This design comes from an exercise in tuning for small area and a short achievable clock period on the open sky130 flow, not from production work.
Function was checked by simulation only, so behaviour that the tests miss may differ from the original.
No driver is modelled on the clock port, so clocking that relies on it looks cheaper here than on a real chip.
Power figures rest on the tool's default switching activity, not on a simulated workload.

== run A ==
==> flow/design.v <==
package punc_mem_responder_pkg;
    localparam int WORD_W = 16;
    localparam logic [WORD_W-1:0] DSR_ADDR_DEF = 16'hFE04;
    localparam logic [WORD_W-1:0] DDR_ADDR_DEF = 16'hFE06;
endpackage
import punc_mem_responder_pkg::*;
module punc_mem_bit_next #(
    parameter int N = 1
) (
    input  logic [N-1:0] q,
    input  logic [N-1:0] keep,
    input  logic [N-1:0] wdata,
    input  logic [N-1:0] wsel,
    output logic [N-1:0] d
);
    assign d = (q & keep) | (wdata & wsel);
endmodule
module punc_mem_aoi22 #(
    parameter int N = 1
) (
    input  logic [N-1:0] a0,
    input  logic [N-1:0] s0,
    input  logic [N-1:0] a1,
    input  logic [N-1:0] s1,
    output logic [N-1:0] y_n
);
    assign y_n = ~((a0 & s0) | (a1 & s1));
endmodule
module punc_mem_nand4 #(
    parameter int N = 1
) (
    input  logic [N-1:0] a,
    input  logic [N-1:0] b,
    input  logic [N-1:0] c,
    input  logic [N-1:0] d,
    output logic [N-1:0] y
);
    assign y = ~(a & b & c & d);
endmodule
module punc_mem_nor2 #(
    parameter int N = 1
) (
    input  logic [N-1:0] a,
    input  logic [N-1:0] b,
    output logic [N-1:0] y
);
    assign y = ~(a | b);
endmodule
module punc_mem_nand2 #(
    parameter int N = 1
) (
    input  logic [N-1:0] a,
    input  logic [N-1:0] b,
    output logic [N-1:0] y
);
    assign y = ~(a & b);
endmodule
module punc_mem_nand3 #(
    parameter int N = 1
) (
    input  logic [N-1:0] a,
    input  logic [N-1:0] b,
    input  logic [N-1:0] c,
    output logic [N-1:0] y
);
    assign y = ~(a & b & c);
endmodule
import punc_mem_responder_pkg::*;
module punc_mem_responder
#(
    parameter int                DEPTH_LOG2  = 8,
    parameter int                WAIT_CYCLES = 1,
    parameter logic [WORD_W-1:0] DSR_ADDR    = DSR_ADDR_DEF,
    parameter logic [WORD_W-1:0] DDR_ADDR    = DDR_ADDR_DEF
) (
    input  logic              clk,
    input  logic              rst,
    input  logic              req_valid,
    output logic              req_ready,
    input  logic              req_we,
    input  logic [WORD_W-1:0] req_addr,
    input  logic [WORD_W-1:0] req_wdata,
    output logic              rsp_valid,
    output logic [WORD_W-1:0] rsp_rdata,
    output logic              rsp_err,
    input  logic              load_en,
    input  logic [WORD_W-1:0] load_addr,
    input  logic [WORD_W-1:0] load_data,
    output logic              io_tx_valid,
    output logic [WORD_W-1:0] io_tx_data,
    input  logic              io_tx_ready
);
    localparam int DEPTH  = 1 << DEPTH_LOG2;
    logic idle_q, wait_q, hold_q, resp_q;
    logic req_ready_q;   
    logic                  in_ram_q;     
    logic                  dsr_rd_q;
    logic                  ddr_wr_q;
    logic                  ram_wr_q;     
    logic                  pre_wr_q;     
    logic [DEPTH-1:0]      sel_q;        
    logic [WORD_W-1:0]     wdata_q;      
    logic                  wr_en;        
    logic [WORD_W-1:0]     rsp_rdata_q;
    logic                  rsp_err_q;
    logic                  io_tx_valid_q;
    logic [WORD_W-1:0]     io_tx_data_q;
    logic                  acc_in_ram, acc_dsr, acc_ddr, acc_err;
    logic                  tx_load, to_hold;
    localparam int BITS  = DEPTH * WORD_W;
    logic [BITS-1:0]   mem_q, mem_d;
    logic [DEPTH-1:0]  sel, keep;
    logic [BITS-1:0]   wsel_v, keep_v, wdata_v;
    logic [WORD_W-1:0] wdata_g;
    logic [WORD_W-1:0] ram_rd_data;
    always_comb begin
        sel     = sel_q;
        keep    = ~(sel & {DEPTH{wr_en}});
        wdata_g = wdata_q & {WORD_W{wr_en}};
        for (int w = 0; w < DEPTH; w++) begin
            wsel_v[w*WORD_W +: WORD_W]  = {WORD_W{sel[w]}};
            keep_v[w*WORD_W +: WORD_W]  = {WORD_W{keep[w]}};
            wdata_v[w*WORD_W +: WORD_W] = wdata_g;
        end
    end
    punc_mem_bit_next #(
        .N (BITS)
    ) u_next (
        .q     (mem_q),
        .keep  (keep_v),
        .wdata (wdata_v),
        .wsel  (wsel_v),
        .d     (mem_d)
    );
    always_ff @(posedge clk) begin
        mem_q <= mem_d;
    end
    logic [128*WORD_W-1:0] l1_a0, l1_s0, l1_a1, l1_s1, l1_n;
    logic [32*WORD_W-1:0]  l2;
    logic [16*WORD_W-1:0]  l3_n;
    logic [4*WORD_W-1:0]   l4;
    logic [2*WORD_W-1:0]   l5_n;
    always_comb begin
        for (int k = 0; k < 128; k++) begin
            l1_a0[k*WORD_W +: WORD_W] = mem_q[(2*k)*WORD_W +: WORD_W];
            l1_a1[k*WORD_W +: WORD_W] = mem_q[(2*k+1)*WORD_W +: WORD_W];
            l1_s0[k*WORD_W +: WORD_W] = {WORD_W{sel[2*k]}};
            l1_s1[k*WORD_W +: WORD_W] = {WORD_W{sel[2*k+1]}};
        end
    end
    punc_mem_aoi22 #(.N (128*WORD_W)) u_l1 (
        .a0 (l1_a0), .s0 (l1_s0), .a1 (l1_a1), .s1 (l1_s1), .y_n (l1_n)
    );
    punc_mem_nand4 #(.N (32*WORD_W)) u_l2 (
        .a (l1_n[0 +: 32*WORD_W]),           .b (l1_n[32*WORD_W +: 32*WORD_W]),
        .c (l1_n[64*WORD_W +: 32*WORD_W]),   .d (l1_n[96*WORD_W +: 32*WORD_W]),
        .y (l2)
    );
    punc_mem_nor2 #(.N (16*WORD_W)) u_l3 (
        .a (l2[0 +: 16*WORD_W]), .b (l2[16*WORD_W +: 16*WORD_W]), .y (l3_n)
    );
    punc_mem_nand4 #(.N (4*WORD_W)) u_l4 (
        .a (l3_n[0 +: 4*WORD_W]),            .b (l3_n[4*WORD_W +: 4*WORD_W]),
        .c (l3_n[8*WORD_W +: 4*WORD_W]),     .d (l3_n[12*WORD_W +: 4*WORD_W]),
        .y (l4)
    );
    punc_mem_nor2 #(.N (2*WORD_W)) u_l5 (
        .a (l4[0 +: 2*WORD_W]), .b (l4[2*WORD_W +: 2*WORD_W]), .y (l5_n)
    );
    punc_mem_nand2 #(.N (WORD_W)) u_l6 (
        .a (l5_n[0 +: WORD_W]), .b (l5_n[WORD_W +: WORD_W]), .y (ram_rd_data)
    );
    assign acc_in_ram = in_ram_q;
    assign acc_dsr    = dsr_rd_q;
    assign acc_ddr    = ddr_wr_q;
    assign acc_err    = !(in_ram_q || dsr_rd_q || ddr_wr_q);
    assign to_hold = wait_q && acc_ddr && io_tx_valid_q;
    assign tx_load = (wait_q && acc_ddr && !io_tx_valid_q) ||
                     (hold_q && (!io_tx_valid_q || io_tx_ready));
    always_ff @(posedge clk) begin
        if (rst) begin
            idle_q        <= 1'b1;
            req_ready_q   <= 1'b1;
            wait_q        <= 1'b0;
            hold_q        <= 1'b0;
            resp_q        <= 1'b0;
            io_tx_valid_q <= 1'b0;
        end else begin
            idle_q        <= (idle_q && !req_valid) || resp_q;
            req_ready_q   <= (req_ready_q && !req_valid) || resp_q;
            wait_q        <= idle_q && req_valid;
            hold_q        <= to_hold || (hold_q && !tx_load);
            resp_q        <= (wait_q && !to_hold) || (hold_q && tx_load);
            io_tx_valid_q <= (io_tx_valid_q && !io_tx_ready) || tx_load;
        end
    end
    assign wr_en = pre_wr_q || (wait_q && ram_wr_q && !rst);
    always_ff @(posedge clk) begin
        pre_wr_q <= !rst && idle_q && !req_valid && load_en &&
                    (load_addr[WORD_W-1:DEPTH_LOG2] == '0);
    end
    logic [DEPTH_LOG2-1:0] cap_addr;
    assign cap_addr = req_valid ? req_addr[DEPTH_LOG2-1:0] : load_addr[DEPTH_LOG2-1:0];
    localparam int PD_W = DEPTH_LOG2 / 2;
    localparam int PD_N = 1 << PD_W;
    logic [PD_N-1:0]  lo_n, hi_n;
    logic [DEPTH-1:0] sel_d, dec_lo_n, dec_hi_n;
    always_comb begin
        for (int i = 0; i < PD_N; i++) begin
            lo_n[i] = !(cap_addr[PD_W-1:0] == PD_W'(i));
            hi_n[i] = !(cap_addr[DEPTH_LOG2-1:PD_W] == PD_W'(i));
        end
        for (int w = 0; w < DEPTH; w++) begin
            dec_lo_n[w] = lo_n[w % PD_N];
            dec_hi_n[w] = hi_n[w / PD_N];
        end
    end
    punc_mem_nor2 #(.N (DEPTH)) u_dec (
        .a (dec_lo_n), .b (dec_hi_n), .y (sel_d)
    );
    always_ff @(posedge clk) begin
        in_ram_q <= (req_addr[WORD_W-1:DEPTH_LOG2] == '0);
        dsr_rd_q <= (req_addr == DSR_ADDR) && !req_we;
        ddr_wr_q <= (req_addr == DDR_ADDR) && req_we;
        ram_wr_q <= (req_addr[WORD_W-1:DEPTH_LOG2] == '0) && req_we;
        sel_q <= sel_d;
        if (idle_q) begin
            wdata_q <= req_valid ? req_wdata : load_data;
        end
    end
    always_ff @(posedge clk) begin
        rsp_rdata_q <= ram_rd_data & {WORD_W{in_ram_q}};
        rsp_rdata_q[WORD_W-1] <= (ram_rd_data[WORD_W-1] && in_ram_q) ||
                                 (acc_dsr && !io_tx_valid_q);
        rsp_err_q <= wait_q && acc_err;
        if (tx_load) begin
            io_tx_data_q <= wdata_q;
        end
    end
    assign req_ready   = req_ready_q;
    assign rsp_valid   = resp_q;
    assign rsp_rdata   = rsp_rdata_q;
    assign rsp_err     = rsp_err_q;
    assign io_tx_valid = io_tx_valid_q;
    assign io_tx_data  = io_tx_data_q;
endmodule
Settings: LEC_CHECK=0, ABC_CLOCK_PERIOD_IN_PS=2500, CAP_MARGIN=20, CELL_PAD_IN_SITES_DETAIL_PLACEMENT=0, CELL_PAD_IN_SITES_GLOBAL_PLACEMENT=0, CORE_MARGIN=2, CORE_UTILIZATION=75, CTS_CLUSTER_DIAMETER=60, CTS_CLUSTER_SIZE=30, PLACE_DENSITY=0.85, SETUP_SLACK_MARGIN=3.4, SLEW_MARGIN=20, SYNTH_HIERARCHICAL=1; clock period 6.0 ns.
standard.sh (not shown) runs the stock make flow with config.mk's settings and CLKGATE_MAP_FILE= SYNTH_SCRIPT=/design/flow/synth_recipe.tcl, a recipe that flattens the netlist after the stock synthesis.
==> flow/flow/run.sh <==
#!/bin/bash
# Own layout flow: the standard ORFS flow (standard.sh) with three
# changes to how the layout is made:
#  - the resizer may change a cell's footprint when it repairs timing;
#  - the port buffers are buf_4 rather than the delay cells buffer_ports
#    picks by default;
set -euo pipefail
bash standard.sh MATCH_CELL_FOOTPRINT=0 \
  "BUFFER_PORTS_ARGS=-buffer_cell sky130_fd_sc_hd__buf_4" \
  "CTS_ARGS=-sink_clustering_enable -repair_clock_nets -sink_clustering_size 30 -sink_clustering_max_diameter 60 -dont_use_dummy_load" \
  finish > standard_flow.log 2>&1
Run A ended with every stage complete and zero timing, DRC or antenna violations.
### run A -> run B
- changing CORE_UTILIZATION from 75 to 65
- changing PLACE_DENSITY from 0.85 to 0.75
==> flow/flow/run.sh <==
#!/bin/bash
# Own layout flow: the standard ORFS flow (standard.sh) with these
# changes to how the layout is made:
#  - the resizer may change a cell's footprint when it repairs timing;
#  - the port buffers are buf_4 rather than the delay cells buffer_ports
#    picks by default;
#  - CTS adds no dummy loads for balancing;
set -euo pipefail
bash standard.sh MATCH_CELL_FOOTPRINT=0 \
  "BUFFER_PORTS_ARGS=-buffer_cell sky130_fd_sc_hd__buf_4" \
  "CTS_ARGS=-sink_clustering_enable -repair_clock_nets -sink_clustering_size 30 -sink_clustering_max_diameter 60 -dont_use_dummy_load" \
  "POST_CTS_TCL=$PWD/flow/post_cts.tcl" \
  finish > standard_flow.log 2>&1
==> flow/flow/post_cts.tcl (new file) <==
# Extra setup repair after CTS: ORFS's own repair_timing pass gives up
# early; run a few more passes aimed at the same margin.
estimate_parasitics -placement
for {set i 0} {$i < 3} {incr i} {
  repair_timing -setup -setup_margin $::env(SETUP_SLACK_MARGIN) -repair_tns 100 -max_passes 10000 -verbose
}
detailed_placement
check_placement -verbose
estimate_parasitics -placement
report_worst_slack
[run B] sequential share of layout area fell 0.47 points relative to run A. Type of the setup path with the least slack: reg -> reg -> run A, reg -> out -> run B. Of run A and run B, the higher part of the power in the clock network belongs to run B. Summary of the comparison: share of the final layout cell area in multi-input gates is lower in run B, relative to run A. Compare run A and run B | proportion of power drawn by flip-flops and latches higher: run A. Summary of the comparison: power is higher in run B, relative to run A.
Modified inputs, run C compared to run B
- PLACE_DENSITY now 0.65, was 0.75
- CORE_UTILIZATION now 55, was 65
- CELL_PAD_IN_SITES_GLOBAL_PLACEMENT now 1, was 0
==> flow/flow/run.sh <==
#!/bin/bash
# Own layout flow: the standard ORFS flow (standard.sh) with three
# changes to how the layout is made:
#  - the resizer may change a cell's footprint when it repairs timing;
#  - the port buffers are buf_4 rather than the delay cells buffer_ports
#    picks by default;
set -euo pipefail
bash standard.sh MATCH_CELL_FOOTPRINT=0 \
  "BUFFER_PORTS_ARGS=-buffer_cell sky130_fd_sc_hd__buf_4" \
  "CTS_ARGS=-sink_clustering_enable -repair_clock_nets -sink_clustering_size 30 -sink_clustering_max_diameter 60 -dont_use_dummy_load" \
  finish > standard_flow.log 2>&1
removed: flow/flow/post_cts.tcl
Results
- Area added between synthesis and finish | run C above run B
- Against run B as the reference, run C delivers a higher instance count after placement with tap cells included.
- Run C vs. run B: worst vdd rail ir drop went down 27%, utilization lower, actual transition at the worst max-transition pin now sits lower, detail-routed via count per cell fell about 5%.
- Relative to run B, cell count has increased by about 3.6% in run C.
- In the flow results for run C and run B, the number of logic stages on the critical path including buffering is larger on run C.
- Summary of run C over run B: total via count after detailed routing went down, post-route cell area grew by 1.8%.
diff inputs: run C => run D
- swapping 1 for 0 in CELL_PAD_IN_SITES_GLOBAL_PLACEMENT
- swapping 0.65 for 0.75 in PLACE_DENSITY
- swapping 55 for 65 in CORE_UTILIZATION
--- outcome ---
- Run C -> run D: count of flip-flops and latches delta 0, exact match
- On combinational cell fraction of total power, run C tracks run D almost exactly.
- Between run D and run C, it is run D whose worst setup slack is higher, by 0.0096 ns.
- Power (run D vs. run C) decreases by a few percent
- Sort run D and run C by buffer count excluding the clock tree in the final layout desc -> top: run C
- Delta (run D minus run C): cell area after placement lower; multi-input combinational cell count stayed essentially flat.
- | tap cell instance count | run D vs run C | 15% lower |
- The deepest level of the CTS H-tree in run D sits 1 below the value recorded for run C.
- Portion of total power attributed to sequential cells is lower on run C
- Run D and run C ended up with nearly the same worst-skew pair later-pin latency.

-- re-timing with driven ports --
The flow's constraints put no driver on any port. The routed layouts listed below were extracted and timed again, unchanged, in two steps. Step 1: set_driving_cell puts a clkbuf_16 on clk and a buf_2 on each other input, an assumption about the parent block. Step 2 adds t to the input delays and takes it off the output delays; t is the mean of the earliest and latest rising clock arrival at the registers after step 1. Input paths then give back, and output paths get back, about the clock's delay inside the block. a / b / c = ideal / step 1 / step 2; a / b = the first two.
run	t (ns)	setup WS [ns]	worst setup path after step 2	latest minus earliest clock arrival (ns)	worst slew at a driven data input, ns
run A	0.992	3.130 / 3.116 / 2.124	input to register	0.077 / 0.077	0.26
run B	0.979	3.176 / 3.091 / 2.233	input to register	0.070 / 0.070	0.19
run C	1.004	3.167 / 3.167 / 2.428	input to register	0.070 / 0.069	0.05
run D	0.979	3.176 / 3.091 / 2.233	input to register	0.070 / 0.070	0.19
After both steps setup and hold are still met in every run listed. For run A, which loses most, drivers alone change the setup slack by -0.014 ns; drivers and shift together by -1.006 ns.
